What follows belongs to an exercise in optimizing a design on an open flow for small area, a short achievable clock period and few clock cycles per item; a production flow would make more cautious choices. The RTL was checked by simulation tests, not by an equivalence proof against the original design.

==> flow/design.v, too long to show whole: its modules and the start of the top module <==
// module ptx_trig: 187 lines
// module ptx_mul_stage: 3649 lines
// module ptx_out_stage: 76 lines
// module point_transform_2d_core: 153 lines
module point_transform_2d_core #(
    parameter int COORD_BITS     = 24,
    parameter int TRIG_FRAC_BITS = 15
) (
    input  logic                                     aclk,
    input  logic                                     aresetn,
    input  logic                                     cfg_wr_en,
    input  logic [ptx_pkg::CFG_INDEX_BITS-1:0]       cfg_index,
    input  logic [((COORD_BITS > ptx_pkg::FACTOR_BITS) ? COORD_BITS
                   : ptx_pkg::FACTOR_BITS)-1:0]      cfg_wdata,
    input  logic                                     s_valid,
    output logic                                     s_ready,
    input  logic signed [COORD_BITS-1:0]             s_in_x,
    input  logic signed [COORD_BITS-1:0]             s_in_y,
    output logic                                     m_valid,
    input  logic                                     m_ready,
    output logic signed [COORD_BITS-1:0]             m_out_x,
    output logic signed [COORD_BITS-1:0]             m_out_y,
    output logic                                     m_clipped
);
  // ...
==> flow/flow/run.sh <==
#!/bin/bash
# The standard layout (standard.sh: the standard synthesis and ORFS flow,
# unchanged constraints) with the setup repair asked to leave a margin, so
# that repair_timing also works on paths that already meet the clock.
set -euo pipefail
export SETUP_SLACK_MARGIN=8.0
bash standard.sh > standard.log 2>&1
==> flow/standard.sh <==
#!/bin/bash
# synth_recipe.tcl (not shown) runs the flow's synth.tcl, then flattens the netlist and writes it again
# the make line also repeats each setting of config.mk as NAME=value (left out here)
make -C /OpenROAD-flow-scripts/flow DESIGN_CONFIG=/design/flow/config.mk WORK_HOME=/design/flow/orfs CLKGATE_MAP_FILE= SYNTH_SCRIPT=/design/flow/synth_recipe.tcl "${@:-finish}"
==> flow/config.mk <==
export PLATFORM = sky130hd
export DESIGN_NAME = point_transform_2d_core
export DESIGN_NICKNAME = point_transform_2d_core
export VERILOG_FILES = /design/flow/design.v
export SDC_FILE = /design/flow/constraint.sdc
export NUM_CORES = 4
export LEC_CHECK = 0
export ABC_CLOCK_PERIOD_IN_PS = 3000
export CAP_MARGIN = 20
export CORE_MARGIN = 2
export CORE_UTILIZATION = 60
export SLEW_MARGIN = 20
==> flow/constraint.sdc <==
create_clock -name core_clock -period 14.0 [get_ports {aclk}]
set_input_delay 2.8000 -clock core_clock [delete_from_list [all_inputs] [get_ports {aclk}]]
set_output_delay 2.8000 -clock core_clock [all_outputs]
set_load 0.01 [all_outputs]
==> impl_metrics.env, run 1 <==
export IMPL_yosysMostFrequentCell="inv_1"
export IMPL_met2WireLength_mm=119
export IMPL_num_vias=68900
export IMPL_synthArstFlopShare_pct=0
export IMPL_period_minus_slack_ns=5.71
export IMPL_endpoint="u_mul_stage.re_k"
export IMPL_finalHoldViolCount=0
export IMPL_place_ws_ns=7.85
export IMPL_status="complete, no violations"
export IMPL_worst_pin_slew_ns=1.29
export IMPL_synth_warnings=4
export IMPL_cts_buffers=93
export IMPL_startpoint_type="flip-flop"
export IMPL_min_delay_path_class="reg -> reg"
export IMPL_dp_cells=10600
export IMPL_synthFlopType="dfxtp_1"
export IMPL_seq_area_mm2=0.0208
export IMPL_syn_avg_cell_area_um2=9.04
export IMPL_min_from="offset_x_reg[6]"
export IMPL_multiInputGateArea_mm2=0.0562
export IMPL_multi_input_area_share_pct=63.3
export IMPL_cts_resized_gates=0
export IMPL_place_area_mm2=0.0854
export IMPL_ff2ff_path_depth=19
export IMPL_grt_overflow=0
export IMPL_post_drt_via_cell_ratio=6.39
Testbench counts, summed over its fixed seeds: cycles 16,920, items 14,130.
==> run 2, diff against run 1 <==
==> flow/flow/run.sh (replaced) <==
#!/bin/bash
# The standard layout (standard.sh: the standard synthesis and ORFS flow,
# unchanged constraints) with the setup repair asked to leave a margin, so
# that repair_timing also works on paths that already meet the clock.
set -euo pipefail
export SETUP_SLACK_MARGIN=9.3
bash standard.sh > standard.log 2>&1
==> impl_metrics.env, run 2 <==
export IMPL_gp_congestion=1.00
export IMPL_met3_usage_pct=14.0
export IMPL_area_growth_pct=11.4
export IMPL_die_area_mm2=0.142
export IMPL_yosysTopAreaCellShare_pct=18.1
export IMPL_post_drt_wl_per_cell_um=25.8
export IMPL_criticalPathCategory="reg -> reg"
export IMPL_post_drt_via_cell_ratio=6.38
export IMPL_detail_route_first_pass_iterations=8
export IMPL_grt_pass1_wl_mm=421
export IMPL_worstPathMaxFanout=5
export IMPL_synth_edf_count=407
export IMPL_cts_max_level=3
export IMPL_yosysMostFrequentCell="inv_1"
export IMPL_yosys_top_cells_count="1032 x inv_1, 848 x nand2_1, 755 x fa_1, 604 x a22oi_1, 582 x xnor2_1"
export IMPL_end_kind="flip-flop"
export IMPL_syn_avg_cell_area_um2=9.04
export IMPL_drtAntennaViolNets=0
export IMPL_busiest_layer="met2"
export IMPL_rsz0062_at_grt="yes"
export IMPL_antenna_found_initial=11
export IMPL_synthFlopType="dfxtp_1"
export IMPL_port_buffers=130
export IMPL_initial_utilization_pct=60.5
export IMPL_io_pins=131
export IMPL_clk_pin_slew_worst_paths_ns=0.06
export IMPL_startpoint_type="flip-flop"
export IMPL_cap_violations=0
export IMPL_hpwlAfterDp_mm=211
export IMPL_finalSetupViolations=0
export IMPL_relSlewSlack_pct=19.5
export IMPL_synth_top_family_by_area="adder cells"
export IMPL_drive_gt1_share_pct=10.5
export IMPL_met1_usage_pct=53.3
export IMPL_rows=136
export IMPL_grt_max_degree=95
export IMPL_nNetsFinal=10500
export IMPL_yosys_mux_area_fraction_pct=2.34
export IMPL_grt_use_met2_pct=58.1
export IMPL_cts_buffer_depth=3
export IMPL_worst_pin_slew_ns=1.20
export IMPL_num_vias=70700
export IMPL_cts_root_buf="clkbuf_16"
export IMPL_synth_cells=9233
export IMPL_layout_commonest_cell="inv_1"
export IMPL_cts_sinks=836
export IMPL_wl_mm=286
export IMPL_synthSimpleGateAreaFrac_pct=10.7
export IMPL_synth_compound_area_share_pct=17.5
export IMPL_cts_buffers=93
export IMPL_grt_pass1_vias=66800
export IMPL_synth_fp_nets=10500
export IMPL_route_detailed_drc=0
export IMPL_grt_overflow=0
export IMPL_slew_violations=0
export IMPL_timing_final_crit_share_pct=34.4
export IMPL_synth_xor_area_share_pct=11.9
export IMPL_cp_required_ns=14.47
export IMPL_yosys_top_cells_area="fa_1 18%, edfxtp_1 15%, dfxtp_1 10%"
export IMPL_skew_ns=0.0408
export IMPL_finalHoldViolCount=0
export IMPL_max_freq_mhz=208
export IMPL_status="complete, no violations"
export IMPL_insertion_delay_ns=0.74
export IMPL_synth_area_leader_cell="fa_1"
export IMPL_grt_usage_pct=39.3
export IMPL_synth_seq_cells=836
export IMPL_drtIter0Drc=9291
export IMPL_ys_types=100
export IMPL_mostFrequentLayoutCells="1011 x inv_1, 842 x nand2_1, 680 x fa_1"
export IMPL_die_h_um=377
export IMPL_cts_tree="built"
export IMPL_die_w_um=377
export IMPL_synth_area_mm2=0.0834
export IMPL_seq_area_frac_synth_pct=24.9
export IMPL_min_delay_path_class="reg -> reg"
export IMPL_coreArea_mm2=0.138
export IMPL_tns_ns=0
export IMPL_synthArstFlopShare_pct=0
export IMPL_synth_fa_ha_area_share_pct=24.8
export IMPL_period_minus_slack_ns=4.82
export IMPL_fillerInstances=11000
export IMPL_arrival_ns=5.28
export IMPL_synth_warnings=4
==> run 2: cell counts after synthesis <==
No cell type changed its count.
==> run 2: worst max-delay path: stages, from the launching register on <==
cell and delay (ns):
edfxtp_1 0.51, buf_4 0.20, buf_6 0.13, buf_12 0.12, a22oi_2 0.24, xor2_2 0.18, fa_1 0.47, inv_1 0.10
fa_1 0.18, inv_1 0.06, fa_2 0.37, fa_1 0.49, inv_1 0.05, fa_2 0.43, fa_2 0.57, fa_1 0.42
==> run 2: final timing paths <==
check                            from              endpoint  slack, ns  depth (start not counted)
setup / recovery  u_mul_stage.dx1[21]  u_mul_stage.re_c[26]       9.18                         15
hold reg to reg       offset_x_reg[6]       offset_x_reg[6]       0.45                          2
hold / removal        offset_x_reg[6]       offset_x_reg[6]       0.45                          2
setup reg to reg  u_mul_stage.dx1[21]  u_mul_stage.re_c[26]       9.18                         15
==> run 2: cell families (layout without fill, tap and decap cells) <==
| kind of cell | after synthesis | count (layout) |
|---|---|---|
| other cells | 0 | 2 |
| simple gates | 1973 | 1973 |
| xor+xnor | 1135 | 1135 |
| buf+inv | 1711 | 1759 |
| mux | 150 | 150 |
| compound gates | 2225 | 2225 |
| fa+ha+maj | 1203 | 1203 |
| flops | 836 | 836 |
==> run 2: stage by stage <==
| stage | utilization (%) | cells | hold WS (ns) | setup slack [ns] | cell area, µm² |
|---|---|---|---|---|---|
| after global routing | 67.5 | 11100 | 0.469 | 9.07 | 93000 |
| after detailed placement | 61.9 | 10600 | 0.444 | 7.85 | 85400 |
| after global placement | 61.9 | 10600 | 0.440 | 7.90 | 85400 |
| after CTS | 66.1 | 11000 | 0.453 | 9.10 | 91200 |
| after floorplan | - | 9233 | 0.406 | 9.33 | 83400 |
| final | 67.5 | 11100 | 0.451 | 9.18 | 93000 |
==> run 2: layout make-up <==
| type | instances | area (µm²) | share of cell area (%) |
|---|---|---|---|
| Multi-Input combinational cell | 6686 | 57200 | 61.5 |
| Timing Repair Buffer | 541 | 5370 | 5.78 |
| Clock inverter | 47 | 566 | 0.608 |
| Sequential cell | 836 | 20900 | 22.5 |
| Antenna cell | 2 | 5.00 | 0.00538 |
| Timing Repair inverter | 2 | 10.0 | 0.0108 |
| Clock buffer | 129 | 2760 | 2.96 |
| Inverter | 1040 | 3940 | 4.24 |
| Tap cell | 1794 | 2240 | 2.41 |
==> run 2: per-layer routing <==
metal / part of all wire [%] / up-vias / wire (µm)
met3: 14 / 844 / 39000
met4: 4.4 / 18 / 12500
met5: 0.079 / - / 226
li1: - / 31200 / -
met2: 43 / 4213 / 122000
met1: 39 / 34400 / 112000
==> run 2: what timing repair did <==
item,4_1_cts,5_1_grt
cloned,2,6
endpoints found under the hold margin,0,0
hold buffers,0,0
buffers inserted,219,69
pin swaps,1,69
setup endpoints to repair,269,263
gates resized for setup,87,288
==> run 3, diff against run 2 <==
==> flow/flow/run.sh (replaced) <==
#!/bin/bash
# The standard layout (standard.sh: the standard synthesis and ORFS flow,
# unchanged constraints) with the setup repair asked to leave a margin, so
# that repair_timing also works on paths that already meet the clock.
set -euo pipefail
export SETUP_SLACK_MARGIN=9.45
bash standard.sh > standard.log 2>&1
==> impl_metrics.env, run 3 <==
export IMPL_yosysTopAreaCellShare_pct=18.1
export IMPL_die_h_um=377
export IMPL_synth_cells=9233
export IMPL_slew_violations=0
export IMPL_area_growth_pct=13.8
export IMPL_cts_buffer_depth=3
export IMPL_hpwlAfterDp_mm=210
export IMPL_min_from="offset_x_reg[19]"
export IMPL_max_freq_mhz=210
export IMPL_worstPathMaxFanout=8
export IMPL_min_delay_path_class="reg -> reg"
export IMPL_detail_route_first_pass_iterations=9
export IMPL_status="complete, no violations"
export IMPL_crit_cells=11
export IMPL_criticalPathCategory="reg -> reg"
export IMPL_grt_usage_pct=40.2
export IMPL_synth_area_mm2=0.0834
export IMPL_hold_depth=2
export IMPL_die_w_um=377
export IMPL_insertion_delay_ns=0.75
export IMPL_end_kind="flip-flop"
export IMPL_rsz0062_at_grt="yes"
export IMPL_synth_seq_cells=836
export IMPL_grt_overflow=0
export IMPL_grt_use_met2_pct=59.0
export IMPL_ys_types=100
export IMPL_coreArea_mm2=0.138
export IMPL_reg2reg_to="u_mul_stage.im_c[11]"
export IMPL_layout_commonest_cell="inv_1"
export IMPL_wl_mm=295
export IMPL_skew_ns=0.0464
export IMPL_syn_avg_cell_area_um2=9.04
export IMPL_route_detailed_drc=0
export IMPL_cp_slowest_stage_delay_ns=0.56
export IMPL_worst_pin_slew_ns=1.17
export IMPL_drtAntennaViolNets=0
export IMPL_grt_pass1_wl_mm=429
export IMPL_cts_buffers=96
export IMPL_cts_sinks=836
export IMPL_min_to="offset_x_reg[19]"
export IMPL_busiest_layer="met2"
export IMPL_regToRegSetupSlack_ns=9.23
export IMPL_synthArstFlopShare_pct=0
export IMPL_seq_area_frac_synth_pct=24.9
export IMPL_finalHoldViolCount=0
export IMPL_crit_family="adder cells"
export IMPL_tns_ns=0
export IMPL_finalSetupViolations=0
export IMPL_n_antenna_cell=0
export IMPL_drive_gt1_share_pct=14.6
export IMPL_cap_violations=0
export IMPL_yosysMostFrequentCell="inv_1"
export IMPL_die_area_mm2=0.142
export IMPL_post_drt_wl_per_cell_um=26.5
export IMPL_relSlewSlack_pct=21.1
export IMPL_cp_slowest_cell="edfxtp_1"
export IMPL_cts_max_level=3
export IMPL_cts_tree="built"
export IMPL_synth_edf_count=407
export IMPL_met3_usage_pct=14.9
export IMPL_timing_final_crit_share_pct=34.0
export IMPL_arrival_ns=5.21
export IMPL_cts_root_buf="clkbuf_16"
export IMPL_ctsHoldBuffers=0
export IMPL_yosys_top_cells_count="1032 x inv_1, 848 x nand2_1, 755 x fa_1, 604 x a22oi_1, 582 x xnor2_1"
export IMPL_initial_utilization_pct=60.5
export IMPL_rows=136
export IMPL_io_pins=131
export IMPL_num_vias=71200
export IMPL_synth_fp_nets=10500
export IMPL_met1_usage_pct=53.8
export IMPL_crit_path_cell_trace="buf_4 -> a22oi_2 -> xor2_1 -> fa_1 -> fa_2 -> fa_2 -> fa_1 -> inv_1 -> fa_2 -> fa_1 -> fa_2"
export IMPL_grt_pass1_vias=67800
export IMPL_gp_congestion=1.01
export IMPL_clk_pin_slew_worst_paths_ns=0.07
export IMPL_antenna_found_initial=9
export IMPL_startpoint_type="flip-flop"
export IMPL_drtIter0Drc=8990
export IMPL_crit_top_cell="fa_2"
export IMPL_mostFrequentLayoutCells="936 x inv_1, 841 x nand2_1, 576 x xnor2_1"
export IMPL_reg2reg_from="u_mul_stage.dy1[11]"
export IMPL_synth_warnings=4
export IMPL_yosys_top_cells_area="fa_1 18%, edfxtp_1 15%, dfxtp_1 10%"
export IMPL_critPathBufInv=2
export IMPL_nNetsFinal=10500
export IMPL_layout_core_utilization_pct=68.9
export IMPL_fillerInstances=10800
export IMPL_grt_max_degree=141
export IMPL_period_minus_slack_ns=4.77
export IMPL_cp_required_ns=14.44
export IMPL_synth_area_leader_cell="fa_1"
export IMPL_synthFlopType="dfxtp_1"
export IMPL_post_drt_via_cell_ratio=6.39
export IMPL_port_buffers=130
export IMPL_ff2ff_path_depth=11
==> run 3: cell counts after synthesis <==
No cell type changed its count.
==> run 3: metrics by stage <==
step / instances / setup slack [ns] / instance area, µm² / hold WS (ns)
finish: 11100 / 9.23 / 95000 / 0.454
global route: 11100 / 9.19 / 95000 / 0.467
CTS: 11000 / 9.23 / 92000 / 0.452
detailed placement: 10600 / 7.80 / 85400 / 0.444
global placement: 10600 / 7.78 / 85400 / 0.440
floorplan: 9233 / 9.45 / 83500 / 0.406
==> run 3: kinds of logic after synthesis <==
group	count (synthesis)	synth area share [%]
XOR/XNOR	1135	11.9
AND/OR/NAND/NOR	1973	10.7
AO/OA/AOI/OAI	2225	17.5
multiplexers	150	2.34
flip-flops	836	24.9
adder cells (fa/ha/maj)	1203	24.8
buffers and inverters	1711	7.74
==> run 3: worst min-delay path: cells and delay by family, from the launching register on <==
family / cells / cell delay (ns)
flops: 1 / 0.31
simple gates: 1 / 0.05
compound gates: 1 / 0.05
==> run 3: how the worst max path moves through the flow <==
stage,startpoint,end,slack [ns]
2_1_floorplan,cfg_index[0],u_trig.atan_val[5],9.45
3_3_place_gp,cfg_wr_en,u_trig.atan_val[5],7.78
3_5_place_dp,cfg_wr_en,u_trig.atan_val[5],7.80
4_1_cts,mode_reg[1],u_mul_stage.dy1[16],9.23
5_1_grt,u_mul_stage.dy1[8],u_mul_stage.im_c[7],9.19
6_report,u_mul_stage.dy1[11],u_mul_stage.im_c[11],9.23
==> run 3: metal layers <==
layer,vias to the layer above,part of all wire [%]
li1,31400,-
met1,34500,39
met2,4275,42
met3,982,14
met4,10,5.3
met5,-,0.021
==> run 3: timing repair <==
item / in CTS / in global routing
endpoints found under the setup margin: 299 / 273
cloned: 2 / 9
pin swaps: 78 / 256
buffers inserted: 230 / 109
resized for setup: 302 / 546
==> run 3: area by class of cell <==
type	count	area [µm²]	area share, %
inverters	1040	3960	4.17
repair buffers	593	6120	6.45
clock buffers	126	2700	2.85
well taps	1794	2240	2.36
clock inverters	55	584	0.615
multi-input cells	6688	58500	61.6
flip-flops and latches	836	20900	22.0
==> run 4, diff against run 3 <==
==> flow/flow/run.sh (replaced) <==
#!/bin/bash
# The standard layout (standard.sh: the standard synthesis and ORFS flow,
# unchanged constraints) with the setup repair asked to leave a margin, so
# that repair_timing also works on paths that already meet the clock.
set -euo pipefail
export SETUP_SLACK_MARGIN=9.0
bash standard.sh > standard.log 2>&1
--- a/flow/config.mk
+++ b/flow/config.mk
@@ -8,5 +8,5 @@
 export ABC_CLOCK_PERIOD_IN_PS = 3000
 export CAP_MARGIN = 20
 export CORE_MARGIN = 2
-export CORE_UTILIZATION = 60
+export CORE_UTILIZATION = 66
 export SLEW_MARGIN = 20
==> impl_metrics.env, run 4 <==
export IMPL_slew_violations=0
export IMPL_hpwlAfterDp_mm=206
export IMPL_seq_area_frac_synth_pct=24.9
export IMPL_skew_ns=0.0365
export IMPL_min_delay_path_class="reg -> reg"
export IMPL_synth_seq_cells=836
export IMPL_synthSimpleGateAreaFrac_pct=10.7
export IMPL_drtAntennaViolNets=0
export IMPL_initial_utilization_pct=66.4
export IMPL_startpoint_type="flip-flop"
export IMPL_cap_violations=0
export IMPL_met3_usage_pct=17.4
export IMPL_instances_no_fill=10800
export IMPL_synth_area_mm2=0.0834
export IMPL_grt_pass1_vias=67500
export IMPL_crit_path_cell_trace="a22oi_1 -> xnor2_1 -> ha_1 -> fa_1 -> fa_1 -> inv_1 -> fa_1 -> fa_1 -> inv_1 -> fa_1 -> fa_1"
export IMPL_end_kind="flip-flop"
export IMPL_synth_area_leader_cell="fa_1"
export IMPL_route_detailed_drc=0
export IMPL_synth_fa_ha_area_share_pct=24.8
export IMPL_ff2ff_path_depth=11
export IMPL_cts_buffers=95
export IMPL_status="complete, no violations"
export IMPL_yosysTopAreaCellShare_pct=18.1
export IMPL_criticalPathCategory="reg -> reg"
export IMPL_synthFlopType="dfxtp_1"
export IMPL_timing_final_crit_share_pct=35.9
export IMPL_cp_slowest_stage_delay_ns=1.00
export IMPL_cts_sinks=836
export IMPL_drive_gt1_share_pct=7.16
export IMPL_ctsHoldBuffers=0
export IMPL_arrival_ns=5.50
export IMPL_yosysMostFrequentCell="inv_1"
export IMPL_fin_hold_ws_ns=0.450
export IMPL_synth_edf_count=407
export IMPL_cts_root_buf="clkbuf_16"
export IMPL_die_h_um=360
export IMPL_layout_commonest_cell="inv_1"
export IMPL_clk_pin_slew_worst_paths_ns=0.06
export IMPL_worst_pin_slew_ns=1.15
export IMPL_crit_cells=11
export IMPL_synthArstFlopShare_pct=0
export IMPL_critPathBufInv=2
export IMPL_die_w_um=360
export IMPL_crit_family="adder cells"
export IMPL_synth_compound_area_share_pct=17.5
export IMPL_dp_cells=10400
export IMPL_layout_core_utilization_pct=71.9
export IMPL_synth_fp_nets=10500
export IMPL_cts_tree="built"
export IMPL_worstPathMaxFanout=17
export IMPL_period_minus_slack_ns=5.03
export IMPL_gp_congestion=1.02
export IMPL_die_area_mm2=0.129
export IMPL_max_freq_mhz=199
export IMPL_yosys_top_cells_count="1032 x inv_1, 848 x nand2_1, 755 x fa_1, 604 x a22oi_1, 582 x xnor2_1"
export IMPL_busiest_layer="met2"
export IMPL_met1_usage_pct=54.5
export IMPL_synth_top_family_by_area="adder cells"
export IMPL_grt_overflow=0
export IMPL_cts_max_level=3
export IMPL_grt_use_met2_pct=61.4
export IMPL_insertion_delay_ns=0.75
export IMPL_yosys_mux_area_fraction_pct=2.34
export IMPL_port_buffers=130
export IMPL_grt_max_degree=105
export IMPL_rsz0062_at_grt="no"
export IMPL_post_drt_via_cell_ratio=6.52
export IMPL_finalHoldViolCount=0
export IMPL_relSlewSlack_pct=23.3
export IMPL_drtIter0Drc=9810
export IMPL_cp_slowest_cell="edfxtp_1"
export IMPL_finalSetupViolations=0
export IMPL_num_vias=70500
export IMPL_ys_types=100
export IMPL_syn_avg_cell_area_um2=9.04
export IMPL_antenna_found_initial=13
export IMPL_mostFrequentLayoutCells="1029 x inv_1, 844 x nand2_1, 755 x fa_1"
export IMPL_cts_buffer_depth=3
export IMPL_hold_depth=2
export IMPL_nNetsFinal=10400
export IMPL_synth_xor_area_share_pct=11.9
export IMPL_coreArea_mm2=0.126
export IMPL_yosys_top_cells_area="fa_1 18%, edfxtp_1 15%, dfxtp_1 10%"
export IMPL_place_area_mm2=0.0851
export IMPL_synth_warnings=4
export IMPL_tns_ns=0
export IMPL_cp_required_ns=14.47
export IMPL_crit_top_cell="fa_1"
export IMPL_detail_route_first_pass_iterations=10
export IMPL_io_pins=131
export IMPL_grt_pass1_wl_mm=411
export IMPL_final_area_mm2=0.0903
export IMPL_rows=130
export IMPL_area_growth_pct=8.24
export IMPL_wl_mm=277
export IMPL_post_drt_wl_per_cell_um=25.6
export IMPL_synth_cells=9233
export IMPL_grt_usage_pct=41.8
run 4: cell counts after synthesis:
Identical to the previous run, type by type.
run 4: cell type report:
cell class / instances / area, µm²
well taps: 1650 / 2060
clock inverters: 48 / 503
flip-flops and latches: 836 / 20900
inverters: 1040 / 3920
clock buffers: 128 / 2760
repair buffers: 416 / 3790
multi-input cells: 6686 / 56400
diodes: 2 / 5.00
fillers: 9533 / 35300
run 4: path summary, 6_finish.rpt:
path | startpoint | endpoint | slack (ns)
worst max-delay path | u_mul_stage.w1[16] | u_mul_stage.im_c[10] | 8.97
worst min register to register | offset_x_reg[9] | offset_x_reg[9] | 0.45
worst max register to register | u_mul_stage.w1[16] | u_mul_stage.im_c[10] | 8.97
worst min-delay path | offset_x_reg[9] | offset_x_reg[9] | 0.45
run 4: stage by stage:
stage / worst slack, ns
2_1_floorplan: 9.33
3_3_place_gp: 7.89
3_5_place_dp: 7.95
4_1_cts: 9.00
5_1_grt: 8.98
6_report: 8.97
run 4: repair_timing:
| item | in CTS | in global routing |
|---|---|---|
| endpoints found under the setup margin | 124 | 189 |
| pin swaps | 0 | 4 |
| gates resized for setup | 38 | 45 |
| setup buffers | 111 | 69 |
run 4: worst register-to-register path: cells and delay by family (launching register included):
kind                       cells  cell delay (ns)
xor gates and xnor gates       1             0.18
adders and majority gates      7             3.13
AOI/OAI and AO/OA              1             0.24
buffers and inverters          2             0.20
DFF                            1             1.00
run 4: logic make-up (layout without fill, tap and decap cells):
kind of cell               after synthesis  in the layout
and+or+nand+nor                       1973           1973
buffers and inverters                 1711           1632
adders and majority gates             1203           1203
DFF                                    836            836
muxes                                  150            150
other                                    0              2
xor gates and xnor gates              1135           1135
AOI/OAI and AO/OA                     2225           2225
run 4: routing by layer:
| metal | up-vias | part of all wire [%] |
|---|---|---|
| li1 | 31000 | - |
| met1 | 33900 | 38 |
| met2 | 4519 | 42 |
| met3 | 1037 | 15 |
| met4 | 14 | 5.3 |
| met5 | - | 0.034 |

static timing again, ports no longer ideal:
No port has a modelled driver above. Below, the same layouts with a new extraction and two added sets of constraints. Step 1: set_driving_cell puts a clkbuf_16 on aclk and a buf_2 on each other input, an assumption about the parent block. Step 2 also shifts input and output timing later by t, the mid clock arrival at the registers, as if the neighbouring blocks saw the same clock. Slacks: ideal / step 1 / step 2; pairs: ideal / step 1.
run	t, ns	slack for setup (ns)	worst hold slack (ns)	worst setup path at the end	cell pins on the clock port's net
run 1	0.806	8.286 / 8.286 / 7.875	0.454 / 0.454 / 0.454	input to register	1
run 2	0.804	9.184 / 9.184 / 8.742	0.451 / 0.451 / 0.451	input to register	1
run 3	0.816	9.235 / 9.235 / 8.839	0.454 / 0.454 / 0.454	input to register	1
run 4	0.811	8.971 / 8.971 / 8.473	0.450 / 0.450 / 0.450	input to register	1
After both steps every run listed still meets setup and hold. The setup slack of run 4, which loses most, moves by 0.000 ns with the drivers and by -0.498 ns with both steps.
